From an optimization exercise on the open Yosys and OpenROAD flow, aimed at small area, a short achievable clock period and few clock cycles; shortcuts taken in it are not production practice. At most, simulation tests tie the RTL to the original design; equivalence was not proved. Only the layout flow was run in runs 1 and 3; the RTL was not checked for function there. Power is estimated from default activity; no workload was simulated.

==> design.v <==
package paes_pkg;
  localparam int NUM_LEVELS  = 8;
  localparam int LEVEL_DEPTH = 16;
  localparam int ID_BITS     = 8;
  localparam int LVL_W  = (NUM_LEVELS > 1) ? $clog2(NUM_LEVELS) : 1;
  localparam int Q_W    = LVL_W + 1;
  localparam int NQ     = 2 ** Q_W;
  localparam int PTR_W  = $clog2(LEVEL_DEPTH);
  localparam int CNT_W  = $clog2(LEVEL_DEPTH + 1);
  localparam int ADDR_W = Q_W + PTR_W;
  localparam int MEM_DEPTH = 2 ** ADDR_W;
  localparam int CFG_W  = 4;
  localparam int PRIO_W = 3;
  localparam int PRI_IN_W = 4;
  localparam logic [CFG_W-1:0] LEVELS_RESET = CFG_W'(4);
  typedef enum logic {
    OP_ADD  = 1'b0,
    OP_TAKE = 1'b1
  } op_t;
  typedef enum logic [1:0] {
    ST_OK    = 2'd0,
    ST_FULL  = 2'd1,
    ST_RANGE = 2'd2,
    ST_EMPTY = 2'd3
  } status_t;
  typedef struct packed {
    logic             found;
    logic [LVL_W-1:0] level;
  } pick_t;
endpackage
import paes_pkg::*;
module paes_pick (
  input  logic [NUM_LEVELS-1:0] nonempty,
  input  logic [NUM_LEVELS-1:0] mask,
  output logic [NUM_LEVELS-1:0] onehot,
  output logic                  found
);
  logic [NUM_LEVELS-1:0] v;
  logic [NUM_LEVELS-1:0] above;
  assign v = nonempty & mask;
  always_comb begin
    above[NUM_LEVELS-1] = 1'b0;
    for (int l = NUM_LEVELS - 2; l >= 0; l--) begin
      above[l] = above[l+1] | v[l+1];
    end
  end
  assign onehot = v & ~above;
  assign found  = |v;
endmodule
import paes_pkg::*;
module paes_ram #(
  parameter int WIDTH = 8,
  parameter int DEPTH = 16
) (
  input  logic                     clk,
  input  logic                     we,
  input  logic [WIDTH-1:0]         wdata,
  input  logic [$clog2(DEPTH)-1:0] ridx,
  output logic [WIDTH-1:0]         rdata
);
  logic [WIDTH*DEPTH-1:0] mem;
  always_ff @(posedge clk) begin
    if (we) begin
      mem <= {mem[WIDTH*(DEPTH-1)-1:0], wdata};
    end
  end
  assign rdata = mem[ridx*WIDTH +: WIDTH];
endmodule
import paes_pkg::*;
module priority_active_expired_scheduler (
  input  logic                clk,
  input  logic                rst,
  input  logic                cfg_write,
  input  logic [CFG_W-1:0]    cfg_data,
  input  logic                req_valid,
  output logic                req_ready,
  input  logic                req_operation,
  input  logic [ID_BITS-1:0]  req_proc_id,
  input  logic [PRI_IN_W-1:0] req_dynamic_priority,
  input  logic [PRI_IN_W-1:0] req_static_prio,
  output logic                rsp_valid,
  input  logic                rsp_ready,
  output logic [1:0]          rsp_status,
  output logic [ID_BITS-1:0]  rsp_next_id,
  output logic [PRIO_W-1:0]   rsp_priority_now,
  output logic                rsp_banks_swapped
);
  localparam int REQ_W = 1 + ID_BITS + 2 * PRI_IN_W;
  logic [LVL_W-1:0]      lm1;      
  logic [NUM_LEVELS-1:0] mask;     
  always_ff @(posedge clk) begin
    if (rst) begin
      lm1 <= LVL_W'(LEVELS_RESET - 1);
    end else if (cfg_write) begin
      if (cfg_data == '0) begin
        lm1 <= '0;
      end else if (cfg_data > CFG_W'(NUM_LEVELS)) begin
        lm1 <= LVL_W'(NUM_LEVELS - 1);
      end else begin
        lm1 <= LVL_W'(cfg_data - CFG_W'(1));
      end
    end
  end
  always_comb begin
    for (int l = 0; l < NUM_LEVELS; l++) begin
      mask[l] = LVL_W'(l) <= lm1;
    end
  end
  logic             stall;
  logic             acc;
  logic             i_valid, s_valid;
  logic [REQ_W-1:0] i_req, s_req, req_bus;
  assign stall     = rsp_valid && !rsp_ready;
  assign req_ready = !s_valid;
  assign acc       = req_valid && req_ready;
  assign req_bus   = {req_operation, req_proc_id, req_dynamic_priority, req_static_prio};
  always_ff @(posedge clk) begin
    if (rst) begin
      i_valid <= 1'b0;
      s_valid <= 1'b0;
    end else begin
      if (!i_valid || !stall) begin
        i_valid <= s_valid || acc;
      end
      s_valid <= s_valid ? stall : (acc && i_valid && stall);
    end
  end
  always_ff @(posedge clk) begin
    if (!i_valid || !stall) begin
      i_req <= s_valid ? s_req : req_bus;
    end
    if (!s_valid) begin
      s_req <= req_bus;
    end
  end
  logic                i_take;
  logic [ID_BITS-1:0]  i_id;
  logic [PRI_IN_W-1:0] i_dyn, i_stat;
  assign {i_take, i_id, i_dyn, i_stat} = i_req;
  logic                  go;
  logic                  bank;
  logic [CNT_W-1:0]      count [NQ];
  logic [NQ-1:0]         ne, full;
  logic [NQ-1:0]         inc, pop;
  assign go = i_valid && !stall;
  always_comb begin
    for (int q = 0; q < NQ; q++) begin
      ne[q]   = count[q] != '0;
      full[q] = count[q][CNT_W-1];
    end
  end
  logic             expired;
  logic [PRI_IN_W-1:0] stat_m1;
  logic [LVL_W-1:0] a_lvl;
  logic             a_ok;
  logic [Q_W-1:0]   qa;
  logic             a_full;
  assign expired = i_dyn[PRI_IN_W-1];
  assign stat_m1 = i_stat - PRI_IN_W'(1);
  assign a_lvl   = expired ? stat_m1[LVL_W-1:0] : i_dyn[LVL_W-1:0];
  assign a_ok    = !(expired && stat_m1[PRI_IN_W-1]) && mask[a_lvl];
  assign qa      = {bank ^ expired, a_lvl};
  assign a_full  = full[qa];
  always_comb begin
    for (int q = 0; q < NQ; q++) begin
      inc[q] = go && !i_take && a_ok && (qa == Q_W'(q)) && !full[q];
    end
  end
  logic [NUM_LEVELS-1:0] oh0, oh1;
  logic                  found0, found1;
  logic                  use1;
  logic [LVL_W-1:0]      t_lvl;
  logic                  t_swap;
  paes_pick u_pick0 (.nonempty(ne[NUM_LEVELS-1:0]),  .mask(mask), .onehot(oh0), .found(found0));
  paes_pick u_pick1 (.nonempty(ne[NQ-1:NUM_LEVELS]), .mask(mask), .onehot(oh1), .found(found1));
  assign pop[NUM_LEVELS-1:0]  = (go && i_take && (!bank || !found1)) ? oh0 : '0;
  assign pop[NQ-1:NUM_LEVELS] = (go && i_take && ( bank || !found0)) ? oh1 : '0;
  assign use1   = bank ? found1 : !found0;
  assign t_swap = bank ? !found1 : !found0;
  always_comb begin
    t_lvl = '0;
    for (int l = 0; l < NUM_LEVELS; l++) begin
      if (use1 ? oh1[l] : oh0[l]) begin
        t_lvl = t_lvl | LVL_W'(l);
      end
    end
  end
  always_ff @(posedge clk) begin
    if (rst) begin
      bank <= 1'b0;
      for (int q = 0; q < NQ; q++) begin
        count[q] <= '0;
      end
    end else begin
      if (go && i_take && t_swap) begin
        bank <= ~bank;
      end
      for (int q = 0; q < NQ; q++) begin
        if (pop[q]) begin
          count[q] <= count[q] - CNT_W'(1);
        end else if (inc[q]) begin
          count[q] <= count[q] + CNT_W'(1);
        end
      end
    end
  end
  logic               r_valid;
  logic [1:0]         r_st;
  logic [LVL_W-1:0]   r_lvl;
  logic               r_sw;
  logic               r_tf;       
  logic               r_qb;       
  logic [ID_BITS-1:0] w_id;       
  logic               w_en;       
  logic [Q_W-1:0]     w_q;
  always_ff @(posedge clk) begin
    if (rst) begin
      r_valid <= 1'b0;
      w_en    <= 1'b0;
    end else begin
      if (!stall) begin
        r_valid <= i_valid;
      end
      w_en <= |inc;
    end
  end
  always_ff @(posedge clk) begin
    w_q <= qa;
    if (!stall) begin
      w_id <= i_take ? '0 : i_id;
      r_qb <= use1;
      if (i_take) begin
        r_st  <= (found0 || found1) ? ST_OK : ST_EMPTY;
        r_lvl <= t_lvl;
        r_sw  <= t_swap;
        r_tf  <= found0 || found1;
      end else begin
        r_st  <= !a_ok ? ST_RANGE : a_full ? ST_FULL : ST_OK;
        r_lvl <= a_ok ? a_lvl : '0;
        r_sw  <= 1'b0;
        r_tf  <= 1'b0;
      end
    end
  end
  logic [ID_BITS-1:0] hd [NQ];
  logic [ID_BITS-1:0] rd;
  for (genvar q = 0; q < NQ; q++) begin : g_q
    paes_ram #(
      .WIDTH (ID_BITS),
      .DEPTH (LEVEL_DEPTH)
    ) u_ram (
      .clk   (clk),
      .we    (w_en && w_q == Q_W'(q)),
      .wdata (w_id),
      .ridx  (count[q][PTR_W-1:0]),
      .rdata (hd[q])
    );
  end
  assign rd = hd[{r_qb, r_lvl}];
  always_ff @(posedge clk) begin
    if (rst) begin
      rsp_valid <= 1'b0;
    end else if (!stall) begin
      rsp_valid <= r_valid;
    end
  end
  always_ff @(posedge clk) begin
    if (!stall) begin
      rsp_status        <= r_st;
      rsp_next_id       <= r_tf ? rd : w_id;
      rsp_priority_now  <= r_lvl;
      rsp_banks_swapped <= r_sw;
    end
  end
endmodule
==> run.sh <==
#!/bin/bash
# synth_recipe.tcl (not shown) runs the flow's synth.tcl, then flattens the netlist and writes it again
# the make line also repeats each setting of config.mk as NAME=value (left out here)
make -C /OpenROAD-flow-scripts/flow DESIGN_CONFIG=/design/flow/config.mk WORK_HOME=/design/flow/orfs CLKGATE_MAP_FILE= SYNTH_SCRIPT=/design/flow/synth_recipe.tcl finish
==> config.mk <==
export PLATFORM = sky130hd
export DESIGN_NAME = priority_active_expired_scheduler
export DESIGN_NICKNAME = priority_active_expired_scheduler
export VERILOG_FILES = /design/flow/design.v
export SDC_FILE = /design/flow/constraint.sdc
export NUM_CORES = 4
export LEC_CHECK = 0
export CAP_MARGIN = 20
export CORE_MARGIN = 2
export CORE_UTILIZATION = 40
export SLEW_MARGIN = 20
==> constraint.sdc <==
create_clock -name core_clock -period 7.5 [get_ports {clk}]
set_input_delay 1.5000 -clock core_clock [delete_from_list [all_inputs] [get_ports {clk}]]
set_output_delay 1.5000 -clock core_clock [all_outputs]
set_load 0.01 [all_outputs]
==> results of run 1 <==
==> metrics by stage <==
stage	power [uW]	instances	setup WS, ps
after CTS	24800	7683	2670
after detailed placement	14300	7277	1760
after global routing	25300	7687	2300
final	24600	7697	2590
after floorplan	14000	4474	689
after global placement	14300	7277	1840
==> worst max-delay path, stage by stage <==
cell             delay [ps]
clkdlybuf4s50_1         460
nor2b_1                 160
inv_2                   100
buf_4                   530
nand3_1                 290
nor2_1                  230
a41o_1                  730
nand2_1                 210
inv_1                   200
ha_1                    290
a21o_1                  190
a21oi_1                 230
nor3_1                   70
a311oi_1                270
a311oi_1                 80
==> where the power goes <==
part,switching (uW),internal (uW)
clock network,4710,5850
registers,69.7,13400
logic,380,168
==> cell usage in the layout, fill, tap and decap left out, types with 17 or more instances in the layout <==
master | Yosys | layout
clkinv_2 | 0 | 34
clkdlybuf4s50_1 | 0 | 40
a21oi_1 | 130 | 130
nor2_1 | 151 | 139
clkbuf_1 | 128 | 46
inv_1 | 75 | 74
ha_1 | 50 | 50
nand2_1 | 125 | 124
xnor2_1 | 36 | 36
dfxtp_1 | 110 | 91
nor3b_1 | 39 | 38
a21o_1 | 30 | 30
nor3_1 | 63 | 58
nand2b_1 | 20 | 20
o21ai_0 | 28 | 28
nor4_1 | 17 | 17
mux2_2 | 45 | 45
a311oi_1 | 19 | 19
o22ai_1 | 24 | 23
clkbuf_16 | 0 | 223
nand3_1 | 71 | 71
clkinv_1 | 1 | 72
buf_4 | 3 | 131
a211oi_1 | 35 | 35
nor2b_1 | 27 | 27
a22oi_1 | 60 | 60
mux2i_1 | 256 | 256
a31oi_1 | 28 | 28
mux4_2 | 464 | 464
o211ai_1 | 23 | 23
edfxtp_1 | 2095 | 2095
dfxtp_2 | 0 | 19
nand4_1 | 47 | 47
==> routing by layer <==
layer,vias to the layer above,GRT usage,part of all wire
met5,-,0,0.000059
met4,2,0.0549,0.028
met3,324,0.0337,0.074
met2,1671,0.263,0.45
met1,23400,0.270,0.45
li1,18800,-,-
==> layout make-up <==
type	count	area, um2
Tap cell	2854	3570
Antenna cell	14	35.0
Inverter	78	305
Multi-Input combinational cell	1966	21500
Timing Repair Buffer	174	1420
Fill cell	18200	119000
Sequential cell	2205	65100
Clock buffer	271	5780
Clock inverter	135	1090
==> cell families (layout without fill, tap and decap cells) <==
| group | Yosys count | count (layout) | share of synthesized area |
|---|---|---|---|
| other | 0 | 14 | 0 |
| adders and majority gates | 66 | 66 | 0.0108 |
| buffers and inverters | 303 | 658 | 0.0140 |
| xor gates and xnor gates | 38 | 38 | 0.00380 |
| DFF | 2205 | 2205 | 0.743 |
| and+or+nand+nor | 663 | 663 | 0.0405 |
| muxes | 766 | 766 | 0.154 |
| AOI/OAI and AO/OA | 433 | 433 | 0.0339 |
==> registers in the layout, summed over array words and instances (netlist names) <==
name,cells
g_q.u_ram.mem,2048
count,80
i_req,17
s_req,17
rsp_next_id,8
w_id,8
w_q,4
lm1,3
r_lvl,3
rsp_priority_now,3
r_st,2
rsp_status,2
bank,1
i_valid,1
r_qb,1
r_sw,1
r_tf,1
r_valid,1
rsp_banks_swapped,1
rsp_valid,1
s_valid,1
w_en,1
==> worst min path at each step <==
| stage | end | slack, ps | depth (start not counted) |
|---|---|---|---|
| 2_1_floorplan | rsp_banks_swapped | 400 | 0 |
| 3_3_place_gp | rsp_status[1] | 410 | 0 |
| 3_5_place_dp | rsp_status[0] | 410 | 0 |
| 4_1_cts | g_q[3].u_ram.mem[98] | 410 | 0 |
| 5_1_grt | g_q[2].u_ram.mem[107] | 420 | 0 |
| 6_report | g_q[3].u_ram.mem[98] | 410 | 0 |
==> flow_metrics.py, run 1 <==
metrics = {
    "outcome": {
        "status": "timing/DRC/antenna clean",
    },
    "global_route": {
        "track_usage": 0.179,
        "grt_pass1_vias": 43900,
        "grt_pass1_wl_mm": 300,
        "antenna_found_initial": 14,
        "grt_overflow": 0,
        "grt_start_max_net_pins": 97,
    },
    "power": {
        "power_leakage_uw": 0.0303,
        "powerDensity_nw_per_um2": 249,
        "worst_ir_drop_vdd_mv": 0.222,
    },
    "final_layout": {
        "final_core_util": 0.454,
        "drive_above_1_share": 0.208,
        "stdcell_area_um2": 98900,
        "nNetsFinal": 4736,
        "syn_to_final_growth_pct": 12.8,
    },
    "timing": {
        "rsz0062_at_grt": "no",
        "holdWs_ps": 412,
        "setup_viol_count_final": 0,
        "tns_ps": 0,
        "hold_viol": 0,
        "finalCritPeriodShare": 0.655,
        "skew_ps": 55.9,
        "tightestPinTransition_ps": 1270,
        "period_needed_ps": 4910,
        "finalMaxSlewViolations": 0,
        "timing.fmax_mhz": 204,
        "slew_headroom": 0.149,
    },
    "drt": {
        "drc": 0,
        "vias": 44300,
        "totalWireLength_mm": 202,
        "viasPerCell": 5.75,
        "firstDrtPassIters": 8,
        "drt-initial-drc-count": 5033,
        "wl_per_cell_um": 26.2,
        "ant_nets": 0,
    },
    "worst_hold_path": {
        "worstHoldStart": "g_q[3].u_ram.mem[90]",
        "min_path_type": "flip-flop to flip-flop",
    },
    "synth": {
        "yosys.area.top_type": "edfxtp_1",
        "syn_inst": 4474,
        "synthesis.area_um2": 87700,
        "synth_edf_count": 2095,
        "ys_types": 85,
        "yosys_warnings": 6,
        "synthFlopType": "edfxtp_1",
        "yosysTopAreaCellShare": 0.718,
        "synth_common_cells": "edfxtp_1 (2095), mux4_2 (464), mux2i_1 (256)",
        "synth_area_leaders": "edfxtp_1 (72%), mux4_2 (12%), mux2i_1 (2.9%)",
        "avgSynthCellArea_um2": 19.6,
        "synth.most_common_cell": "edfxtp_1",
        "syn-num-nets": 4566,
        "ys_async_sr_fraction": 0,
        "ys_ff_latch": 2205,
        "ys_seq_area_frac": 0.743,
    },
    "critical_path": {
        "rr_worst_depth": 15,
        "crit_type": "input port to flip-flop",
        "cp-endpoint": "count[5][4]",
        "setup.worst_path.start_class": "input port",
        "r2r-start": "count[2][2]",
        "crit_path_max_fanout": 34,
        "arrival_ps": 5590,
        "r2r_end": "count[10][4]",
        "r2r_setup_slack_ps": 2660,
        "required_ps": 8180,
        "startpoint": "rsp_ready",
        "end_kind": "flip-flop",
    },
    "clock_network": {
        "numCtsBuffers": 219,
        "post-cts-setup-buffer-count": 0,
        "cts-root-buf": "clkbuf_16",
        "clock_latency_ps": 860,
        "clk_pin_slew_ps": 70,
        "cts.path.max_buffers": 3,
        "cts-htree-levels": 4,
        "cts_tree": "yes",
        "cts.sinks": 2205,
        "cts_hold_buffers": 0,
        "cts-resized-gates": 0,
    },
    "floorplanning": {
        "dieArea_um2": 223000,
        "initial_utilization": 0.403,
        "die_h_um": 472,
        "core_um2": 218000,
        "num_rows": 171,
        "die_x_um": 472,
        "io_pins": 42,
    },
    "placed_design": {
        "io_buffer_count": 41,
        "postPlaceCellArea_um2": 92000,
        "globalplace.congestion": 0.921,
        "hpwl_mm": 127,
    },
    "flow_run": {
        "timing.max_cap.violations": 0,
    },
}
==> run 2, diff against run 1 <==
--- a/design.v
+++ b/design.v
@@ -138,13 +138,10 @@
   logic [PRI_IN_W-1:0] i_dyn, i_stat;
   assign {i_take, i_id, i_dyn, i_stat} = i_req;
-  logic                  go;
   logic                  bank;
   logic [CNT_W-1:0]      count [NQ];
-  logic [NQ-1:0]         ne, full;
+  logic [NQ-1:0]         ne, full;    
   logic [NQ-1:0]         inc, pop;
-  assign go = i_valid && !stall;
   always_comb begin
     for (int q = 0; q < NQ; q++) begin
-      ne[q]   = count[q] != '0;
       full[q] = count[q][CNT_W-1];
     end
@@ -164,5 +161,5 @@
   always_comb begin
     for (int q = 0; q < NQ; q++) begin
-      inc[q] = go && !i_take && a_ok && (qa == Q_W'(q)) && !full[q];
+      inc[q] = i_valid && !i_take && a_ok && (qa == Q_W'(q)) && !full[q];
     end
   end
@@ -174,6 +171,6 @@
   paes_pick u_pick0 (.nonempty(ne[NUM_LEVELS-1:0]),  .mask(mask), .onehot(oh0), .found(found0));
   paes_pick u_pick1 (.nonempty(ne[NQ-1:NUM_LEVELS]), .mask(mask), .onehot(oh1), .found(found1));
-  assign pop[NUM_LEVELS-1:0]  = (go && i_take && (!bank || !found1)) ? oh0 : '0;
-  assign pop[NQ-1:NUM_LEVELS] = (go && i_take && ( bank || !found0)) ? oh1 : '0;
+  assign pop[NUM_LEVELS-1:0]  = (i_valid && i_take && (!bank || !found1)) ? oh0 : '0;
+  assign pop[NQ-1:NUM_LEVELS] = (i_valid && i_take && ( bank || !found0)) ? oh1 : '0;
   assign use1   = bank ? found1 : !found0;
   assign t_swap = bank ? !found1 : !found0;
@@ -191,7 +188,8 @@
       for (int q = 0; q < NQ; q++) begin
         count[q] <= '0;
-      end
-    end else begin
-      if (go && i_take && t_swap) begin
+        ne[q]    <= 1'b0;
+      end
+    end else if (!stall) begin
+      if (i_valid && i_take && t_swap) begin
         bank <= ~bank;
       end
@@ -199,6 +197,8 @@
         if (pop[q]) begin
           count[q] <= count[q] - CNT_W'(1);
+          ne[q]    <= count[q] != CNT_W'(1);
         end else if (inc[q]) begin
           count[q] <= count[q] + CNT_W'(1);
+          ne[q]    <= 1'b1;
         end
       end
@@ -222,5 +222,5 @@
         r_valid <= i_valid;
       end
-      w_en <= |inc;
+      w_en <= !stall && (|inc);
     end
   end
--- a/config.mk
+++ b/config.mk
@@ -9,3 +9,4 @@
 export CORE_MARGIN = 2
 export CORE_UTILIZATION = 40
+export SETUP_SLACK_MARGIN = 4.3
 export SLEW_MARGIN = 20
==> run 2 against run 1 <==
Compared with the run above: worst setup slack gained 1600 ps; clock skew hardly changed; utilization is 0.45 points higher; wire length increased by 15%; sequential power about the same; critical path depth down 8; largest power group unchanged; final area increased by 0.68%; hold slack better by 1.7 ps; die area fell by 0.60%; cell count shrank 1.9%.
==> flow_metrics.py, run 2 <==
metrics = {
    "clock_network": {
        "clock_latency_ps": 870,
        "clk_pin_slew_ps": 70,
        "numCtsBuffers": 219,
        "cts_hold_buffers": 0,
        "cts.path.max_buffers": 3,
        "cts-root-buf": "clkbuf_16",
        "cts-htree-levels": 4,
        "cts.sinks": 2221,
        "cts_tree": "yes",
    },
    "placed_design": {
        "io_buffer_count": 41,
        "hpwl_mm": 153,
        "postPlaceCellArea_um2": 91200,
        "globalplace.congestion": 0.969,
        "post-place-cells": 7055,
    },
    "flow_run": {
        "timing.max_cap.violations": 0,
    },
    "critical_path": {
        "r2r-start": "count[8][2]",
        "setup.worst_path.start_class": "flip-flop",
        "arrival_ps": 3900,
        "required_ps": 8080,
        "end_kind": "flip-flop",
        "crit_type": "flip-flop to flip-flop",
        "crit_path_max_fanout": 9,
        "startpoint": "count[8][2]",
        "r2r_setup_slack_ps": 4180,
    },
    "drt": {
        "viasPerCell": 5.98,
        "totalWireLength_mm": 232,
        "firstDrtPassIters": 8,
        "vias": 45200,
        "wl_per_cell_um": 30.7,
        "ant_nets": 0,
        "drc": 0,
        "drt-initial-drc-count": 7003,
    },
    "global_route": {
        "antenna_found_initial": 15,
        "grt_pass1_wl_mm": 327,
        "track_usage": 0.205,
        "grt_overflow": 0,
        "grt_start_max_net_pins": 91,
        "grt_pass1_vias": 43400,
    },
    "power": {
        "totalPowerFinal_uw": 24800,
        "worst_ir_drop_vdd_mv": 0.254,
        "powerDensity_nw_per_um2": 249,
        "power_leakage_uw": 0.0302,
    },
    "floorplanning": {
        "io_pins": 42,
        "core_um2": 217000,
        "dieArea_um2": 222000,
        "num_rows": 171,
        "die_x_um": 471,
        "initial_utilization": 0.402,
        "die_h_um": 471,
    },
    "synth": {
        "yosysTopAreaCellShare": 0.722,
        "synth_edf_count": 2095,
        "synth_common_cells": "edfxtp_1 (2095), mux4_2 (524), nor2_1 (159)",
        "ys_types": 91,
        "synthFlopType": "edfxtp_1",
        "ys_seq_area_frac": 0.751,
        "synth.most_common_cell": "edfxtp_1",
        "avgSynthCellArea_um2": 20.3,
        "synthesis.area_um2": 87100,
        "ys_ff_latch": 2221,
        "syn_inst": 4286,
        "yosys_warnings": 6,
        "yosys.area.top_type": "edfxtp_1",
        "syn-num-nets": 4362,
        "ys_async_sr_fraction": 0,
        "synth_area_leaders": "edfxtp_1 (72%), mux4_2 (14%), dfxtp_1 (2.9%)",
    },
    "timing": {
        "finalMaxSlewViolations": 0,
        "rsz0062_at_grt": "yes",
        "period_needed_ps": 3320,
        "timing.fmax_mhz": 302,
        "finalCritPeriodShare": 0.442,
        "slew_headroom": 0.228,
        "skew_ps": 55.8,
        "tns_ps": 0,
        "tightestPinTransition_ps": 1160,
        "setup_viol_count_final": 0,
        "hold_viol": 0,
    },
    "final_layout": {
        "nNetsFinal": 4564,
        "largest_register_ffs": 2048,
        "reg_top3": "g_q.u_ram.mem x2048, count x80",
        "fin_cells": 7550,
        "syn_to_final_growth_pct": 14.2,
        "final_cell_mix": "edfxtp_1 (2095), mux4_2 (524), clkbuf_16 (221), nor2_1 (143), buf_4 (131)",
        "top_register": "g_q.u_ram.mem",
        "drive_above_1_share": 0.263,
        "final_common_cell": "edfxtp_1",
        "stdcell_area_um2": 99600,
    },
    "worst_hold_path": {
        "worstHoldStart": "g_q[15].u_ram.mem[23]",
        "min_path_type": "flip-flop to flip-flop",
    },
    "outcome": {
        "status": "timing/DRC/antenna clean",
    },
}
[run 2: cell count changes after synthesis, sizes merged, moves of 31 or more]
cell and change:
mux4 +60, mux2i -170, a21oi -53, nor3b -31, nand2 -56, a22oi +61, nand3 -31
[run 2: worst paths after layout]
| path | to | depth (start not counted) |
|---|---|---|
| min | g_q[15].u_ram.mem[31] | 0 |
| min reg2reg | g_q[15].u_ram.mem[31] | 0 |
| max | rsp_next_id[4] | 7 |
| max reg2reg | rsp_next_id[4] | 7 |
[run 2: report_power, final]
group,internal (uW),switching [uW]
registers,13400,68.2
logic,146,327
clock network,6110,4740
[run 2: cells by family (layout without fill, tap and decap cells)]
logic type                 Yosys count  count (layout)  share of synthesized area
AOI/OAI and AO/OA                  422             423                     0.0350
adders and majority gates           50              50                    0.00718
muxes                              657             657                      0.151
xor gates and xnor gates            40              40                    0.00402
DFF                               2221            2221                      0.751
and+or+nand+nor                    591             594                     0.0376
buffers and inverters              305             691                     0.0139
other                                0              20                          0
[run 2: layer usage]
metal / vias to the layer above / GRT usage / wire length (um) / part of all wire
met4: 4 / 0.0936 / 11800 / 0.051
met5: - / 0 / 36 / 0.00016
li1: 18400 / - / - / -
met2: 2551 / 0.298 / 102000 / 0.44
met3: 470 / 0.0565 / 25700 / 0.11
met1: 23800 / 0.289 / 91900 / 0.40
[run 2: what timing repair did]
action                                 4_1_cts  5_1_grt
setup buffers                               42       18
setup endpoints to repair                  377      469
pin swaps                                   10        7
endpoints found under the hold margin        0        0
gates cloned                                 1        4
gates resized for setup                    155       50
[run 2: layout make-up]
class / instances / area [um2]
antenna: 20 / 50.0
clock buffer: 271 / 5760
clock inverter: 138 / 1320
fill: 18200 / 117000
inverter: 67 / 260
multi-input combinational: 1764 / 21100
sequential: 2221 / 65500
tap: 2854 / 3570
timing repair buffer: 215 / 1970
[run 2: worst max-delay path: stages (launching register included)]
cell,delay (ps)
dfxtp_1,630
nor2_1,300
and2_1,500
a22oi_2,360
nand4_1,240
or4_4,600
a211oi_4,290
a31oi_1,120
[run 2: stage by stage]
stage,hold WS [ps],setup WS [ps],util
CTS,405,4130,0.457
global placement,408,2990,0.420
floorplan,400,3190,-
global route,434,4170,0.459
finish,414,4180,0.459
detailed placement,405,2890,0.420
Testbench counts of run 2, summed over its fixed seeds: cycles 19,272.
==> run 3, diff against run 2 <==
--- a/design.v
+++ b/design.v
@@ -86,5 +86,5 @@
   output logic                rsp_banks_swapped
 );
-  localparam int REQ_W = 1 + ID_BITS + 2 * PRI_IN_W;
+  localparam int REQ_W = 1 + ID_BITS + 1 + NUM_LEVELS;
   logic [LVL_W-1:0]      lm1;      
   logic [NUM_LEVELS-1:0] mask;     
@@ -107,16 +107,31 @@
     end
   end
-  logic             stall;
-  logic             acc;
-  logic             i_valid, s_valid;
-  logic [REQ_W-1:0] i_req, s_req, req_bus;
+  logic                  stall;
+  logic                  acc;
+  logic                  i_valid, s_valid, s_free;
+  logic [REQ_W-1:0]      i_req, s_req, req_bus;
+  logic                  n_expired;
+  logic [PRI_IN_W-1:0]   n_stat_m1;
+  logic [LVL_W-1:0]      n_lvl;
+  logic                  n_ok;
+  logic [NUM_LEVELS-1:0] n_lvl_oh;
   assign stall     = rsp_valid && !rsp_ready;
-  assign req_ready = !s_valid;
-  assign acc       = req_valid && req_ready;
-  assign req_bus   = {req_operation, req_proc_id, req_dynamic_priority, req_static_prio};
+  assign req_ready = s_free;
+  assign acc       = req_valid && s_free;
+  assign n_expired = req_dynamic_priority[PRI_IN_W-1];
+  assign n_stat_m1 = req_static_prio - PRI_IN_W'(1);
+  assign n_lvl     = n_expired ? n_stat_m1[LVL_W-1:0] : req_dynamic_priority[LVL_W-1:0];
+  assign n_ok      = !(n_expired && n_stat_m1[PRI_IN_W-1]) && mask[n_lvl];
+  always_comb begin
+    for (int l = 0; l < NUM_LEVELS; l++) begin
+      n_lvl_oh[l] = n_ok && (n_lvl == LVL_W'(l));
+    end
+  end
+  assign req_bus = {req_operation, req_proc_id, n_expired, n_lvl_oh};
   always_ff @(posedge clk) begin
     if (rst) begin
       i_valid <= 1'b0;
       s_valid <= 1'b0;
+      s_free  <= 1'b1;
     end else begin
       if (!i_valid || !stall) begin
@@ -124,4 +139,5 @@
       end
       s_valid <= s_valid ? stall : (acc && i_valid && stall);
+      s_free  <= s_valid ? !stall : !(acc && i_valid && stall);
     end
   end
@@ -134,8 +150,9 @@
     end
   end
-  logic                i_take;
-  logic [ID_BITS-1:0]  i_id;
-  logic [PRI_IN_W-1:0] i_dyn, i_stat;
-  assign {i_take, i_id, i_dyn, i_stat} = i_req;
+  logic                  i_take;
+  logic [ID_BITS-1:0]    i_id;
+  logic                  i_expired;
+  logic [NUM_LEVELS-1:0] i_lvl_oh;
+  assign {i_take, i_id, i_expired, i_lvl_oh} = i_req;
   logic                  bank;
   logic [CNT_W-1:0]      count [NQ];
@@ -147,19 +164,24 @@
     end
   end
-  logic             expired;
-  logic [PRI_IN_W-1:0] stat_m1;
-  logic [LVL_W-1:0] a_lvl;
-  logic             a_ok;
-  logic [Q_W-1:0]   qa;
-  logic             a_full;
-  assign expired = i_dyn[PRI_IN_W-1];
-  assign stat_m1 = i_stat - PRI_IN_W'(1);
-  assign a_lvl   = expired ? stat_m1[LVL_W-1:0] : i_dyn[LVL_W-1:0];
-  assign a_ok    = !(expired && stat_m1[PRI_IN_W-1]) && mask[a_lvl];
-  assign qa      = {bank ^ expired, a_lvl};
-  assign a_full  = full[qa];
+  logic                  a_bank;
+  logic [NUM_LEVELS-1:0] a_full_lvl;
+  logic                  a_ok, a_full;
+  logic [LVL_W-1:0]      a_lvl;
+  assign a_bank     = bank ^ i_expired;
+  assign a_full_lvl = a_bank ? full[NQ-1:NUM_LEVELS] : full[NUM_LEVELS-1:0];
+  assign a_ok       = |i_lvl_oh;
+  assign a_full     = |(i_lvl_oh & a_full_lvl);
   always_comb begin
     for (int q = 0; q < NQ; q++) begin
-      inc[q] = i_valid && !i_take && a_ok && (qa == Q_W'(q)) && !full[q];
+      inc[q] = i_valid && !i_take && i_lvl_oh[q % NUM_LEVELS]
+               && (a_bank == (q >= NUM_LEVELS)) && !full[q];
+    end
+  end
+  always_comb begin
+    a_lvl = '0;
+    for (int l = 0; l < NUM_LEVELS; l++) begin
+      if (i_lvl_oh[l]) begin
+        a_lvl = a_lvl | LVL_W'(l);
+      end
     end
   end
@@ -209,35 +231,31 @@
   logic [LVL_W-1:0]   r_lvl;
   logic               r_sw;
-  logic               r_tf;       
-  logic               r_qb;       
+  logic [NQ-1:0]      r_pop;      
   logic [ID_BITS-1:0] w_id;       
-  logic               w_en;       
-  logic [Q_W-1:0]     w_q;
+  logic [NQ-1:0]      w_en;       
   always_ff @(posedge clk) begin
     if (rst) begin
       r_valid <= 1'b0;
-      w_en    <= 1'b0;
+      r_pop   <= '0;
+      w_en    <= '0;
     end else begin
       if (!stall) begin
         r_valid <= i_valid;
-      end
-      w_en <= !stall && (|inc);
-    end
-  end
-  always_ff @(posedge clk) begin
-    w_q <= qa;
+        r_pop   <= pop;
+      end
+      w_en <= stall ? '0 : inc;
+    end
+  end
+  always_ff @(posedge clk) begin
     if (!stall) begin
       w_id <= i_take ? '0 : i_id;
-      r_qb <= use1;
       if (i_take) begin
         r_st  <= (found0 || found1) ? ST_OK : ST_EMPTY;
         r_lvl <= t_lvl;
         r_sw  <= t_swap;
-        r_tf  <= found0 || found1;
       end else begin
         r_st  <= !a_ok ? ST_RANGE : a_full ? ST_FULL : ST_OK;
-        r_lvl <= a_ok ? a_lvl : '0;
+        r_lvl <= a_lvl;
         r_sw  <= 1'b0;
-        r_tf  <= 1'b0;
       end
     end
@@ -251,5 +269,5 @@
     ) u_ram (
       .clk   (clk),
-      .we    (w_en && w_q == Q_W'(q)),
+      .we    (w_en[q]),
       .wdata (w_id),
       .ridx  (count[q][PTR_W-1:0]),
@@ -257,5 +275,10 @@
     );
   end
-  assign rd = hd[{r_qb, r_lvl}];
+  always_comb begin
+    rd = '0;
+    for (int q = 0; q < NQ; q++) begin
+      rd = rd | (hd[q] & {ID_BITS{r_pop[q]}});
+    end
+  end
   always_ff @(posedge clk) begin
     if (rst) begin
@@ -265,11 +288,17 @@
     end
   end
+  localparam int RSP_W = 2 + ID_BITS + PRIO_W + 1;
+  logic [RSP_W-1:0] rsp_q, rsp_h, rsp_n;
+  assign rsp_n = {r_st, rd | w_id, r_lvl, r_sw};
   always_ff @(posedge clk) begin
     if (!stall) begin
-      rsp_status        <= r_st;
-      rsp_next_id       <= r_tf ? rd : w_id;
-      rsp_priority_now  <= r_lvl;
-      rsp_banks_swapped <= r_sw;
-    end
-  end
+      rsp_h <= rsp_n;
+    end
+    if (rst) begin
+      rsp_q <= '0;
+    end else begin
+      rsp_q <= stall ? rsp_h : rsp_n;
+    end
+  end
+  assign {rsp_status, rsp_next_id, rsp_priority_now, rsp_banks_swapped} = rsp_q;
 endmodule
--- a/config.mk
+++ b/config.mk
@@ -9,4 +9,6 @@
 export CORE_MARGIN = 2
 export CORE_UTILIZATION = 40
-export SETUP_SLACK_MARGIN = 4.3
+export CTS_CLUSTER_DIAMETER = 60
+export CTS_CLUSTER_SIZE = 25
+export SETUP_SLACK_MARGIN = 4.5
 export SLEW_MARGIN = 20
==> run 3 against run 2 <==
Compared with the run above: hold slack got worse by 11 ps; combinational power down 26%; worst setup slack improved by 170 ps; cell count up 6.7%; first-iteration DRC count up 6.9%; global-route usage increased by 2.3 points; die area grew 2.0%; fmax increased by 5.4%; register-to-register slack gained 170 ps.
==> flow_metrics.py, run 3 <==
metrics = {
    "timing": {
        "tightestPinTransition_ps": 1210,
        "setup_viol_count_final": 0,
        "worst_slack_ps": 4350,
        "skew_ps": 74.9,
        "slew_headroom": 0.193,
        "timing.fmax_mhz": 318,
        "finalMaxSlewViolations": 0,
        "rsz0062_at_grt": "yes",
        "finalCritPeriodShare": 0.419,
        "tns_ps": 0,
        "hold_viol": 0,
        "period_needed_ps": 3150,
    },
    "synth": {
        "synth-xor-area-share": 0.00660,
        "syn_inst": 4817,
        "yosysTopAreaCellShare": 0.702,
        "ys_async_sr_fraction": 0,
        "synthAdderAreaFrac": 0.00715,
        "ys_types": 91,
        "syn-num-nets": 4893,
        "ys_seq_area_frac": 0.744,
        "synthFlopType": "edfxtp_1",
        "synth_area_leaders": "edfxtp_1 (70%), mux4_2 (9.5%), dfxtp_1 (4.1%)",
        "synth.most_common_cell": "edfxtp_1",
        "yosys.area.top_type": "edfxtp_1",
        "synth_simple_gate_area_frac": 0.0515,
        "avgSynthCellArea_um2": 18.5,
        "yosys_warnings": 6,
        "synth_compound_area_frac": 0.0414,
        "synth_common_cells": "edfxtp_1 (2080), mux4_2 (375), mux2i_1 (309)",
        "synth_top_family_by_area": "multiplexers",
        "synthesis.area_um2": 88900,
        "synth_edf_count": 2080,
        "ys_ff_latch": 2263,
        "muxShareOfSynthArea": 0.135,
    },
    "final_layout": {
        "reg_top3": "g_q.u_ram.mem x2048, count x80",
        "syn_to_final_growth_pct": 13.2,
        "fin_cells": 8058,
        "largest_register_ffs": 2048,
        "nNetsFinal": 5021,
        "final_cell_mix": "edfxtp_1 (2080), mux4_2 (375), mux2i_1 (285), nor2_1 (219), clkbuf_16 (162)",
        "drive_above_1_share": 0.228,
        "stdcell_area_um2": 101000,
        "top_register": "g_q.u_ram.mem",
        "fillCellCount": 19000,
        "final_common_cell": "edfxtp_1",
    },
    "outcome": {
        "status": "timing/DRC/antenna clean",
    },
    "placed_design": {
        "postPlaceCellArea_um2": 92900,
        "io_buffer_count": 41,
        "hpwl_mm": 184,
        "place_ws_ps": 2570,
        "globalplace.congestion": 1.01,
        "post-place-cells": 7683,
    },
    "power": {
        "worst_ir_drop_vdd_mv": 0.244,
        "power_leakage_uw": 0.0305,
        "totalPowerFinal_uw": 23100,
        "powerDensity_nw_per_um2": 230,
    },
    "clock_network": {
        "clock_latency_ps": 890,
        "cts-htree-levels": 4,
        "clk_pin_slew_ps": 100,
        "cts-root-buf": "clkbuf_16",
        "cts_tree": "yes",
        "cts_hold_buffers": 0,
        "numCtsBuffers": 148,
        "cts.path.max_buffers": 3,
        "cts.sinks": 2263,
    },
    "drt": {
        "firstDrtPassIters": 9,
        "vias": 48500,
        "totalWireLength_mm": 265,
        "wl_per_cell_um": 32.9,
        "drt-initial-drc-count": 7489,
        "ant_nets": 0,
        "drc": 0,
        "viasPerCell": 6.02,
    },
    "global_route": {
        "grt_pass1_vias": 45200,
        "track_usage": 0.229,
        "antenna_found_initial": 28,
        "grt_pass1_wl_mm": 361,
        "grt_start_max_net_pins": 93,
        "grt_overflow": 0,
    },
    "worst_hold_path": {
        "min_path_type": "flip-flop to flip-flop",
        "hold_path_depth": 0,
    },
    "critical_path": {
        "rr_worst_depth": 8,
        "end_kind": "flip-flop",
        "required_ps": 8220,
        "crit_type": "flip-flop to flip-flop",
        "setup.worst_path.start_class": "flip-flop",
        "crit_path_max_fanout": 6,
        "arrival_ps": 3860,
    },
    "floorplanning": {
        "initial_utilization": 0.401,
        "io_pins": 42,
        "die_x_um": 475,
        "die_h_um": 475,
        "dieArea_um2": 226000,
        "num_rows": 173,
        "core_um2": 222000,
    },
    "flow_run": {
        "timing.max_cap.violations": 0,
    },
}
-- run 3: critical path: stages, from the launching register on --
cell and delay (ps):
dfxtp_4 390, buf_12 130, mux4_2 530, a22oi_2 460, nand4_1 380, or4_4 570
nor4_1 220, a21oi_1 120, and2_1 160
-- run 3: worst paths after layout --
| kind | from | endpoint | slack (ps) |
|---|---|---|---|
| setup / recovery | count[15][0] | rsp_q[11] | 4350 |
| hold / removal | g_q[1].u_ram.mem[91] | g_q[1].u_ram.mem[99] | 400 |
| hold reg to reg | g_q[1].u_ram.mem[91] | g_q[1].u_ram.mem[99] | 400 |
| setup reg to reg | count[15][0] | rsp_q[11] | 4350 |
-- run 3: cell type report --
| class | instances | area [um2] | area share |
|---|---|---|---|
| sequential | 2263 | 66300 | 0.659 |
| multi-input combinational | 2239 | 22500 | 0.224 |
| clock buffer | 160 | 3840 | 0.0382 |
| tap | 2975 | 3720 | 0.0370 |
| timing repair buffer | 236 | 2500 | 0.0248 |
| clock inverter | 114 | 1470 | 0.0146 |
| inverter | 57 | 244 | 0.00242 |
| antenna | 14 | 35.0 | 0.000348 |
-- run 3: metal layers --
layer | vias to the layer above | global-route usage | routed length [um]
li1 | 19900 | - | -
met1 | 25500 | 0.334 | 107000
met2 | 2699 | 0.328 | 115000
met3 | 497 | 0.0464 | 27400
met4 | 8 | 0.111 | 14900
met5 | - | 0 | 64
-- run 3: timing repair --
item	4_1_cts	5_1_grt
buffers inserted	23	51
resized for setup	309	106
cloned	1	12
pin swaps	22	38
setup endpoints to repair	204	58
-- run 3: per-stage QoR --
stage               utilization  hold WS, ps
floorplan                     -          410
global placement          0.419          419
detailed placement        0.419          425
CTS                       0.449          422
global route              0.454          420
finish                    0.454          403
-- run 3: where the power goes --
| part | total [uW] | switching (uW) | internal (uW) | leakage, uW |
|---|---|---|---|---|
| clock network | 9120 | 4830 | 4290 | 0.00258 |
| logic | 352 | 238 | 114 | 0.00758 |
| registers | 13700 | 61.4 | 13600 | 0.0203 |
| total | 23100 | 5130 | 18000 | 0.0305 |
-- run 3: cells by family (layout without fill, tap and decap cells) --
| kind of cell | after synthesis | in the layout |
|---|---|---|
| DFF | 2263 | 2263 |
| AOI/OAI and AO/OA | 531 | 531 |
| and+or+nand+nor | 863 | 864 |
| muxes | 726 | 726 |
| buffers and inverters | 316 | 567 |
| other | 0 | 14 |
| xor gates and xnor gates | 67 | 67 |
| adders and majority gates | 51 | 51 |
==> run 4, diff against run 3 <==
--- a/design.v
+++ b/design.v
@@ -288,17 +288,11 @@
     end
   end
-  localparam int RSP_W = 2 + ID_BITS + PRIO_W + 1;
-  logic [RSP_W-1:0] rsp_q, rsp_h, rsp_n;
-  assign rsp_n = {r_st, rd | w_id, r_lvl, r_sw};
   always_ff @(posedge clk) begin
     if (!stall) begin
-      rsp_h <= rsp_n;
-    end
-    if (rst) begin
-      rsp_q <= '0;
-    end else begin
-      rsp_q <= stall ? rsp_h : rsp_n;
+      rsp_status        <= r_st;
+      rsp_next_id       <= rd | w_id;
+      rsp_priority_now  <= r_lvl;
+      rsp_banks_swapped <= r_sw;
     end
   end
-  assign {rsp_status, rsp_next_id, rsp_priority_now, rsp_banks_swapped} = rsp_q;
 endmodule
--- a/config.mk
+++ b/config.mk
@@ -9,6 +9,7 @@
 export CORE_MARGIN = 2
 export CORE_UTILIZATION = 40
-export CTS_CLUSTER_DIAMETER = 60
-export CTS_CLUSTER_SIZE = 25
+export CTS_BUF_LIST = sky130_fd_sc_hd__clkbuf_8
+export CTS_CLUSTER_DIAMETER = 50
+export CTS_CLUSTER_SIZE = 20
 export SETUP_SLACK_MARGIN = 4.5
 export SLEW_MARGIN = 20
==> run 4 against run 3 <==
Compared with the run above: still clean on timing, DRC and antenna; die area fell by 0.85%; utilization fell by 0.75 points; power fell by 4.3%; largest power group unchanged.
==> flow_metrics.py, run 4 <==
metrics = {
    "global_route": {
        "antenna_found_initial": 12,
        "grt_start_max_net_pins": 97,
        "track_usage": 0.173,
        "grt_overflow": 0,
        "grt_pass1_vias": 42100,
        "grt_pass1_wl_mm": 289,
    },
    "power": {
        "powerDensity_nw_per_um2": 226,
        "worst_ir_drop_vdd_mv": 0.181,
        "power_leakage_uw": 0.0289,
    },
    "synth": {
        "syn-num-nets": 4307,
        "yosys_warnings": 6,
        "synth.most_common_cell": "edfxtp_1",
        "syn_inst": 4231,
        "synth_area_leaders": "edfxtp_1 (71%), mux4_2 (15%), dfxtp_1 (3.5%)",
        "synth_common_cells": "edfxtp_1 (2094), mux4_2 (596), dfxtp_1 (155)",
        "ys_types": 63,
        "yosysTopAreaCellShare": 0.713,
        "synthesis.area_um2": 88200,
        "avgSynthCellArea_um2": 20.8,
        "ys_async_sr_fraction": 0,
        "ys_seq_area_frac": 0.749,
        "ys_ff_latch": 2249,
        "yosys.area.top_type": "edfxtp_1",
        "synthFlopType": "edfxtp_1",
        "synth_edf_count": 2094,
    },
    "final_layout": {
        "final_cell_mix": "edfxtp_1 (2094), mux4_2 (596), clkbuf_8 (199), nor2_1 (148), dfxtp_1 (112)",
        "final_common_cell": "edfxtp_1",
        "nNetsFinal": 4447,
        "largest_register_ffs": 2048,
        "fillCellCount": 18300,
        "top_register": "g_q.u_ram.mem",
        "final_core_util": 0.447,
        "drive_above_1_share": 0.282,
        "reg_top3": "g_q.u_ram.mem x2048, count x80",
        "syn_to_final_growth_pct": 11.1,
    },
    "critical_path": {
        "crit_path_top_delay_cell": "edfxtp_1",
        "r2r-start": "count[10][0]",
        "end_kind": "output port",
        "crit_type": "flip-flop to output port",
        "setup.worst_path.start_class": "flip-flop",
        "crit_chain": "buf_2",
        "r2r_end": "rsp_next_id[3]",
        "arrival_ps": 1750,
        "crit_family": "flip-flops",
        "r2r_setup_slack_ps": 4530,
        "critPathBufInv": 1,
        "crit_path_max_fanout": 1,
        "slowest_delay_ps": 550,
        "required_ps": 6000,
        "rr_worst_depth": 6,
    },
    "timing": {
        "finalMaxSlewViolations": 0,
        "tns_ps": 0,
        "rsz0062_at_grt": "yes",
        "timing.fmax_mhz": 307,
        "slew_headroom": 0.306,
        "setup_viol_count_final": 0,
        "period_needed_ps": 3250,
        "hold_viol": 0,
        "skew_ps": 66.0,
        "tightestPinTransition_ps": 1040,
        "finalCritPeriodShare": 0.434,
        "holdWs_ps": 406,
    },
    "drt": {
        "ant_nets": 0,
        "viasPerCell": 5.77,
        "drc": 0,
        "firstDrtPassIters": 7,
        "drt-initial-drc-count": 5519,
        "wl_per_cell_um": 26.4,
        "totalWireLength_mm": 196,
        "vias": 42800,
    },
    "clock_network": {
        "cts_tree": "yes",
        "cts.path.max_buffers": 3,
        "cts-root-buf": "clkbuf_8",
        "clk_pin_slew_ps": 110,
        "clock_latency_ps": 1030,
        "cts.sinks": 2249,
        "numCtsBuffers": 194,
        "cts-htree-levels": 4,
    },
    "placed_design": {
        "globalplace.congestion": 0.859,
        "io_buffer_count": 41,
        "hpwl_mm": 118,
    },
    "worst_hold_path": {
        "worstHoldStart": "g_q[0].u_ram.mem[106]",
        "min_path_type": "flip-flop to flip-flop",
        "hold_path_depth": 0,
        "holdPathEnd": "g_q[0].u_ram.mem[114]",
    },
    "floorplanning": {
        "num_rows": 172,
        "core_um2": 219000,
        "die_h_um": 473,
        "die_x_um": 473,
        "dieArea_um2": 224000,
        "io_pins": 42,
        "initial_utilization": 0.402,
    },
    "flow_run": {
        "timing.max_cap.violations": 0,
    },
    "outcome": {
        "status": "timing/DRC/antenna clean",
    },
}
## run 4: changes by cell type after synthesis, sizes merged, moves of 26 or more
cell,change
a22oi,-61
dfxtp,-28
mux2,+27
mux2i,-220
mux4,+221
nand2,-91
nand3,-30
nand4,-28
nand4b,-26
nor2,-72
nor2b,+28
nor4,-29
o22ai,-43
xnor2,-30
## run 4: cells by family after synthesis
kind of cell | synth area share
DFF | 0.749
buffers and inverters | 0.0139
and+or+nand+nor | 0.0295
xor gates and xnor gates | 0.00238
adders and majority gates | 0.00721
AOI/OAI and AO/OA | 0.0274
muxes | 0.171
## run 4: area by class of cell
cell class	instances	area, um2	share of cell area
diodes	7	17.5	0.000179
clock buffers	198	2730	0.0278
clock inverters	169	1970	0.0201
inverters	45	176	0.00180
multi-input cells	1688	21300	0.218
flip-flops and latches	2249	66100	0.675
well taps	2871	3590	0.0367
repair buffers	193	2050	0.0210
## run 4: worst max-delay path by stage
| stage | startpoint | end | slack, ps | cells past startpoint |
|---|---|---|---|---|
| after global routing | rsp_status[0] | rsp_status[0] | 4110 | 1 |
| after floorplan | req_static_prio[0] | i_req[7] | 4510 | 7 |
| after detailed placement | rsp_ready | count[8][4] | 3190 | 8 |
| after global placement | rsp_ready | count[8][4] | 3250 | 8 |
| final | rsp_next_id[3] | rsp_next_id[3] | 4250 | 1 |
| after CTS | rsp_next_id[7] | rsp_next_id[7] | 4090 | 1 |
## run 4: where the power goes
part	total (uW)	internal, uW	switching, uW
clock network	8190	3440	4750
logic	347	120	228
registers	13600	13500	61.6
total	22100	17100	5040
## run 4: routing by layer
metal,track usage,share of wire
met1,0.261,0.45
met2,0.256,0.46
met3,0.0315,0.068
met4,0.0490,0.026
met5,0,0.000066
## run 4: through the flow
| step | area (um2) | cells | worst slack (ps) | total power (uW) |
|---|---|---|---|---|
| 2_1_floorplan | 88200 | 4231 | 4510 | 14000 |
| 3_3_place_gp | 91900 | 6984 | 3250 | 14200 |
| 3_5_place_dp | 91900 | 6984 | 3190 | 14200 |
| 4_1_cts | 97400 | 7383 | 4090 | 22400 |
| 5_1_grt | 98000 | 7416 | 4110 | 22900 |
| 6_report | 98000 | 7420 | 4250 | 22100 |
## run 4: timing repair
action                                  CTS  global route
hold buffers                              0             0
setup buffers                            25            25
endpoints found under the setup margin  116            61
resized for setup                       180            36
pin swaps                                 9             7
cloned                                    7             5
Testbench counts of run 4, summed over its fixed seeds: cycles 19,272.
==> run 5, diff against run 4 <==
--- a/config.mk
+++ b/config.mk
@@ -9,7 +9,6 @@
 export CORE_MARGIN = 2
 export CORE_UTILIZATION = 40
-export CTS_BUF_LIST = sky130_fd_sc_hd__clkbuf_8
-export CTS_CLUSTER_DIAMETER = 50
-export CTS_CLUSTER_SIZE = 20
+export CTS_CLUSTER_DIAMETER = 60
+export CTS_CLUSTER_SIZE = 25
 export SETUP_SLACK_MARGIN = 4.5
 export SLEW_MARGIN = 20
==> run 5 against run 4 <==
Compared with the run above: fmax is 4.7% higher; worst setup slack better by 150 ps; global-route usage is 0.075 points lower; sequential power hardly changed; utilization is 0.30 points higher; highest routed layer unchanged; critical path type unchanged.
==> flow_metrics.py, run 5 <==
metrics = {
    "floorplanning": {
        "num_rows": 172,
        "dieArea_um2": 224000,
        "core_um2": 219000,
        "die_h_um": 473,
        "initial_utilization": 0.402,
        "die_x_um": 473,
        "io_pins": 42,
    },
    "synth": {
        "yosys_warnings": 6,
        "synth.most_common_cell": "edfxtp_1",
        "synth_top_family_by_area": "multiplexers",
        "synthFlopType": "edfxtp_1",
        "yosys.area.top_type": "edfxtp_1",
        "yosysTopAreaCellShare": 0.713,
        "synth-xor-area-share": 0.00238,
        "ys_seq_area_frac": 0.749,
        "muxShareOfSynthArea": 0.171,
        "synth_common_cells": "edfxtp_1 (2094), mux4_2 (596), dfxtp_1 (155)",
        "avgSynthCellArea_um2": 20.8,
        "synthAdderAreaFrac": 0.00721,
        "ys_ff_latch": 2249,
        "ys_async_sr_fraction": 0,
        "syn-num-nets": 4307,
        "syn_inst": 4231,
        "synth_area_leaders": "edfxtp_1 (71%), mux4_2 (15%), dfxtp_1 (3.5%)",
        "synth_edf_count": 2094,
        "synth_simple_gate_area_frac": 0.0295,
        "ys_types": 63,
        "synth_compound_area_frac": 0.0274,
        "synthesis.area_um2": 88200,
    },
    "global_route": {
        "grt_pass1_wl_mm": 287,
        "grt_start_max_net_pins": 97,
        "grtUsageMet2": 0.256,
        "track_usage": 0.172,
        "grtUsageMet1": 0.256,
        "grt_pass1_vias": 41700,
        "met3_usage": 0.0355,
        "antenna_found_initial": 17,
        "grt_overflow": 0,
        "busiest_layer": "met2",
    },
    "critical_path": {
        "end_kind": "output port",
        "crit_chain": "buf_2",
        "rr_worst_depth": 7,
        "r2r-start": "lm1[2]",
        "crit_family": "flip-flops",
        "crit_path_max_fanout": 1,
        "r2r_end": "count[5][3]",
        "crit_type": "flip-flop to output port",
        "r2r_setup_slack_ps": 4520,
        "crit_path_top_delay_cell": "edfxtp_1",
        "required_ps": 6000,
        "slowest_delay_ps": 560,
        "arrival_ps": 1610,
        "critPathBufInv": 1,
        "setup.worst_path.start_class": "flip-flop",
    },
    "final_layout": {
        "fillCellCount": 18100,
        "final_cell_mix": "edfxtp_1 (2094), mux4_2 (596), clkbuf_16 (155), nor2_1 (147), dfxtp_1 (111)",
        "final_core_util": 0.450,
        "syn_to_final_growth_pct": 11.9,
        "fin_cells": 7327,
        "nNetsFinal": 4406,
        "regArea_um2": 66100,
        "reg_top3": "g_q.u_ram.mem x2048, count x80",
        "top_register": "g_q.u_ram.mem",
        "drive_above_1_share": 0.270,
        "largest_register_ffs": 2048,
        "final_common_cell": "edfxtp_1",
        "multiInputGateArea_um2": 21300,
    },
    "timing": {
        "setup_viol_count_final": 0,
        "finalCritPeriodShare": 0.414,
        "worst_slack_ps": 4390,
        "rsz0062_at_grt": "yes",
        "hold_viol": 0,
        "tightestPinTransition_ps": 1040,
        "timing.fmax_mhz": 322,
        "skew_ps": 44.5,
        "tns_ps": 0,
        "period_needed_ps": 3110,
        "finalMaxSlewViolations": 0,
        "slew_headroom": 0.304,
    },
    "worst_hold_path": {
        "worstHoldStart": "r_lvl[0]",
        "hold_path_depth": 0,
        "holdPathEnd": "rsp_priority_now[0]",
        "min_path_type": "flip-flop to flip-flop",
    },
    "drt": {
        "drt-initial-drc-count": 5500,
        "ant_nets": 0,
        "firstDrtPassIters": 6,
        "totalWireLength_mm": 195,
        "drc": 0,
        "viasPerCell": 5.78,
        "vias": 42300,
        "wl_per_cell_um": 26.5,
    },
    "power": {
        "powerDensity_nw_per_um2": 233,
        "power_leakage_uw": 0.0292,
        "totalPowerFinal_uw": 23000,
        "worst_ir_drop_vdd_mv": 0.241,
    },
    "clock_network": {
        "clock_latency_ps": 830,
        "cts-htree-levels": 4,
        "cts.path.max_buffers": 3,
        "cts_tree": "yes",
        "cts-root-buf": "clkbuf_16",
        "numCtsBuffers": 150,
        "clk_pin_slew_ps": 90,
        "cts.sinks": 2249,
    },
    "placed_design": {
        "post-place-cells": 6984,
        "hpwl_mm": 118,
        "place_ws_ps": 3190,
        "io_buffer_count": 41,
        "globalplace.congestion": 0.859,
    },
    "flow_run": {
        "timing.max_cap.violations": 0,
    },
    "outcome": {
        "status": "timing/DRC/antenna clean",
    },
}
==> run 5: worst max-delay path by stage <==
stage                            start              to  slack (ps)  depth (start not counted)
floorplan           req_static_prio[0]        i_req[7]        4510                          7
global placement             rsp_ready     count[8][4]        3250                          8
detailed placement           rsp_ready     count[8][4]        3190                          8
CTS                     rsp_next_id[7]  rsp_next_id[7]        4310                          1
global route            rsp_next_id[3]  rsp_next_id[3]        4300                          1
finish                   rsp_status[0]   rsp_status[0]        4390                          1
==> run 5: per-layer routing <==
layer,vias to the layer above,part of all wire
met2,1528,0.46
met4,2,0.026
met3,275,0.075
li1,17900,-
met5,-,0.00024
met1,22600,0.44
==> run 5: power by group <==
group / switching [uW] / internal, uW / total [uW]
combinational: 227 / 117 / 344
clock: 4790 / 4260 / 9050
sequential: 61.9 / 13500 / 13600
total: 5080 / 17900 / 23000
==> run 5: area by class of cell <==
type	count	area share
Timing Repair Buffer	196	0.0210
Antenna cell	5	0.000127
Multi-Input combinational cell	1688	0.216
Sequential cell	2249	0.670
Inverter	45	0.00176
Tap cell	2871	0.0364
Clock buffer	153	0.0388
Clock inverter	120	0.0156
==> run 5: per-stage QoR <==
stage          hold WS, ps  area [um2]
3_3_place_gp           407       91900
6_report               428       98600
3_5_place_dp           407       91900
2_1_floorplan          400       88200
4_1_cts                428       98200
5_1_grt                428       98600
==> run 5: timing repair <==
| action | 4_1_cts | 5_1_grt |
|---|---|---|
| hold buffers | 0 | 0 |
| gates cloned | 9 | 3 |
| setup buffers | 25 | 28 |
| setup endpoints to repair | 147 | 59 |
| pin swaps | 7 | 7 |
| resized for setup | 176 | 29 |
==> run 5: cells by family after synthesis <==
family	Yosys count
compound gates	353
xor+xnor	24
fa+ha+maj	51
buf+inv	297
flops	2249
mux	754
simple gates	503
==> run 6, diff against run 5 <==
--- a/config.mk
+++ b/config.mk
@@ -8,5 +8,5 @@
 export CAP_MARGIN = 20
 export CORE_MARGIN = 2
-export CORE_UTILIZATION = 40
+export CORE_UTILIZATION = 50
 export CTS_CLUSTER_DIAMETER = 60
 export CTS_CLUSTER_SIZE = 25
==> run 6 against run 5 <==
Compared with the run above: clock-buffer cell count grew 13; hold slack gained 1.3 ps; wire length shrank 1.8%; global-route usage grew 4.0 points; combinational power shrank 6%; synthesized cell count is the same; utilization grew 11 points; critical path type unchanged.
==> flow_metrics.py, run 6 <==
metrics = {
    "outcome": {
        "status": "timing/DRC/antenna clean",
    },
    "synth": {
        "yosys_warnings": 6,
        "synth_compound_area_frac": 0.0274,
        "muxShareOfSynthArea": 0.171,
        "syn_inst": 4231,
        "avgSynthCellArea_um2": 20.8,
        "synth_top_family_by_area": "multiplexers",
        "synthFlopType": "edfxtp_1",
        "yosys.area.top_type": "edfxtp_1",
        "synth_common_cells": "edfxtp_1 (2094), mux4_2 (596), dfxtp_1 (155)",
        "ys_async_sr_fraction": 0,
        "synth-xor-area-share": 0.00238,
        "ys_types": 63,
        "syn-num-nets": 4307,
        "synth_edf_count": 2094,
        "ys_ff_latch": 2249,
        "yosysTopAreaCellShare": 0.713,
        "synth_area_leaders": "edfxtp_1 (71%), mux4_2 (15%), dfxtp_1 (3.5%)",
        "synth.most_common_cell": "edfxtp_1",
        "synthAdderAreaFrac": 0.00721,
        "ys_seq_area_frac": 0.749,
        "synthesis.area_um2": 88200,
        "synth_simple_gate_area_frac": 0.0295,
    },
    "drt": {
        "viasPerCell": 6.23,
        "vias": 42200,
        "firstDrtPassIters": 5,
        "drt-initial-drc-count": 5224,
        "ant_nets": 0,
        "wl_per_cell_um": 28.2,
        "totalWireLength_mm": 191,
        "drc": 0,
    },
    "final_layout": {
        "reg_top3": "g_q.u_ram.mem x2048, count x80",
        "final_core_util": 0.556,
        "final_common_cell": "edfxtp_1",
        "largest_register_ffs": 2048,
        "fillCellCount": 13200,
        "nNetsFinal": 4378,
        "top_register": "g_q.u_ram.mem",
        "fin_cells": 6776,
        "drive_above_1_share": 0.263,
        "final_cell_mix": "edfxtp_1 (2094), mux4_2 (596), clkbuf_16 (157), nor2_1 (148), dfxtp_1 (115)",
        "syn_to_final_growth_pct": 10.8,
    },
    "critical_path": {
        "r2r_end": "rsp_next_id[2]",
        "crit_family": "flip-flops",
        "arrival_ps": 1570,
        "rr_worst_depth": 6,
        "crit_path_max_fanout": 1,
        "crit_path_top_delay_cell": "edfxtp_1",
        "critPathBufInv": 1,
        "crit_chain": "buf_6",
        "required_ps": 6000,
        "setup.worst_path.start_class": "flip-flop",
        "r2r-start": "count[6][0]",
        "crit_type": "flip-flop to output port",
        "slowest_delay_ps": 550,
        "end_kind": "output port",
        "r2r_setup_slack_ps": 4450,
    },
    "clock_network": {
        "clock_latency_ps": 820,
        "clk_pin_slew_ps": 90,
        "cts_tree": "yes",
        "numCtsBuffers": 148,
        "cts.path.max_buffers": 3,
        "cts-htree-levels": 4,
        "cts-root-buf": "clkbuf_16",
        "cts.sinks": 2249,
    },
    "timing": {
        "finalCritPeriodShare": 0.410,
        "period_needed_ps": 3070,
        "setup_viol_count_final": 0,
        "timing.fmax_mhz": 325,
        "finalMaxSlewViolations": 0,
        "hold_viol": 0,
        "tightestPinTransition_ps": 1140,
        "worst_slack_ps": 4430,
        "slew_headroom": 0.242,
        "tns_ps": 0,
        "rsz0062_at_grt": "yes",
        "skew_ps": 33.7,
    },
    "global_route": {
        "antenna_found_initial": 16,
        "grt_start_max_net_pins": 96,
        "grt_pass1_vias": 41100,
        "grt_overflow": 0,
        "grt_pass1_wl_mm": 281,
        "track_usage": 0.211,
    },
    "floorplanning": {
        "dieArea_um2": 180000,
        "core_um2": 176000,
        "initial_utilization": 0.502,
        "die_x_um": 424,
        "io_pins": 42,
        "num_rows": 154,
        "die_h_um": 424,
    },
    "placed_design": {
        "globalplace.congestion": 0.879,
        "io_buffer_count": 41,
        "post-place-cells": 6450,
        "hpwl_mm": 116,
        "place_ws_ps": 3320,
    },
    "worst_hold_path": {
        "min_path_type": "flip-flop to flip-flop",
        "holdPathEnd": "rsp_status[1]",
        "hold_path_depth": 0,
        "worstHoldStart": "r_st[1]",
    },
    "flow_run": {
        "timing.max_cap.violations": 0,
    },
    "power": {
        "worst_ir_drop_vdd_mv": 0.258,
        "power_leakage_uw": 0.0290,
        "powerDensity_nw_per_um2": 235,
    },
}
-- run 6: cell types whose count changed in the layout (fill, tap and decap cells not counted), sizes merged, moves of 3 or more --
cell	previous run	this run
buf	163	137
clkbuf	155	171
clkinv	53	43
inv	100	96
bufinv	6	9
diode	5	8
-- run 6: kinds of logic (layout without fill, tap and decap cells) --
group,after synthesis,count (layout)
DFF,2249,2249
other,0,8
adders and majority gates,51,51
muxes,754,754
xor gates and xnor gates,24,24
and+or+nand+nor,503,503
AOI/OAI and AO/OA,353,355
buffers and inverters,297,492
-- run 6: layout make-up --
type,count,area (um2),share of cell area
repair buffers,171,1870,0.0192
well taps,2340,2930,0.0300
clock inverters,110,1430,0.0146
flip-flops and latches,2249,66100,0.677
inverters,45,181,0.00186
diodes,8,20.0,0.000205
clock buffers,166,3920,0.0401
multi-input cells,1687,21200,0.217
-- run 6: how the worst max path moves through the flow --
stage,startpoint,to,cells after the start
after floorplan,req_static_prio[0],i_req[7],7
after global placement,rsp_ready,count[14][2],7
after detailed placement,rsp_ready,count[14][4],7
after CTS,rsp_next_id[3],rsp_next_id[3],1
after global routing,count[6][0],rsp_next_id[2],6
final,rsp_next_id[3],rsp_next_id[3],1
-- run 6: what timing repair did --
action	in CTS	in global routing
gates resized for setup	153	36
pin swaps	9	4
hold buffers	0	0
cloned	8	4
setup endpoints to repair	108	55
setup buffers	11	17
-- run 6: power breakdown --
part / switching, uW / internal, uW / leakage [uW]
Sequential: 63.4 / 13500 / 0.0202
Combinational: 212 / 113 / 0.00617
Clock: 4660 / 4360 / 0.00259
Total: 4940 / 18000 / 0.0290
-- run 6: routing by layer --
layer / vias to the layer above / global-route usage / wire (um)
met2: 1495 / 0.306 / 87200
li1: 17900 / - / -
met4: 0 / 0.0607 / 4820
met1: 22600 / 0.330 / 85300
met3: 238 / 0.0380 / 13800
met5: - / 0 / 0
-- run 6: metrics by stage --
stage	total power (uW)	hold slack, ps	instance area, um2
6_report	23000	429	97700
5_1_grt	23700	429	97700
4_1_cts	23200	425	97200
3_5_place_dp	14200	410	91200
3_3_place_gp	14200	411	91200
2_1_floorplan	14000	400	88200

static timing again, ports no longer ideal:
The results above use ideal ports. As a check the final layouts listed here were re-extracted and re-timed, cells and wires unchanged.
Step 1 sets driving cells, clkbuf_16 on the clock port and buf_2 on the other inputs (assumed; they add their load-dependent delay and slew).
Step 2, shift: input delay + t, output delay - t, t = (earliest + latest rising clock arrival at the registers) / 2. This alone moves slack from input paths to output paths.
Three values: no drivers, after step 1, after step 2; two values: the first two.
| run | shift t [ns] | setup slack, ns | worst setup path after step 2 |
|---|---|---|---|
| run 1 | 0.917 | 2.591 / 2.650 / 1.733 | input to register |
| run 2 | 0.931 | 4.183 / 4.144 / 3.573 | input to register |
| run 3 | 0.921 | 4.354 / 4.354 / 3.661 | input to register |
| run 4 | 1.072 | 4.247 / 4.156 / 3.556 | input to register |
| run 5 | 0.904 | 4.394 / 4.297 / 3.773 | input to register |
| run 6 | 0.891 | 4.428 / 4.341 / 3.693 | input to register |
After both steps setup and hold are still met in every run listed. For run 1, which loses most, drivers alone change the setup slack by +0.059 ns; drivers and shift together by -0.858 ns.
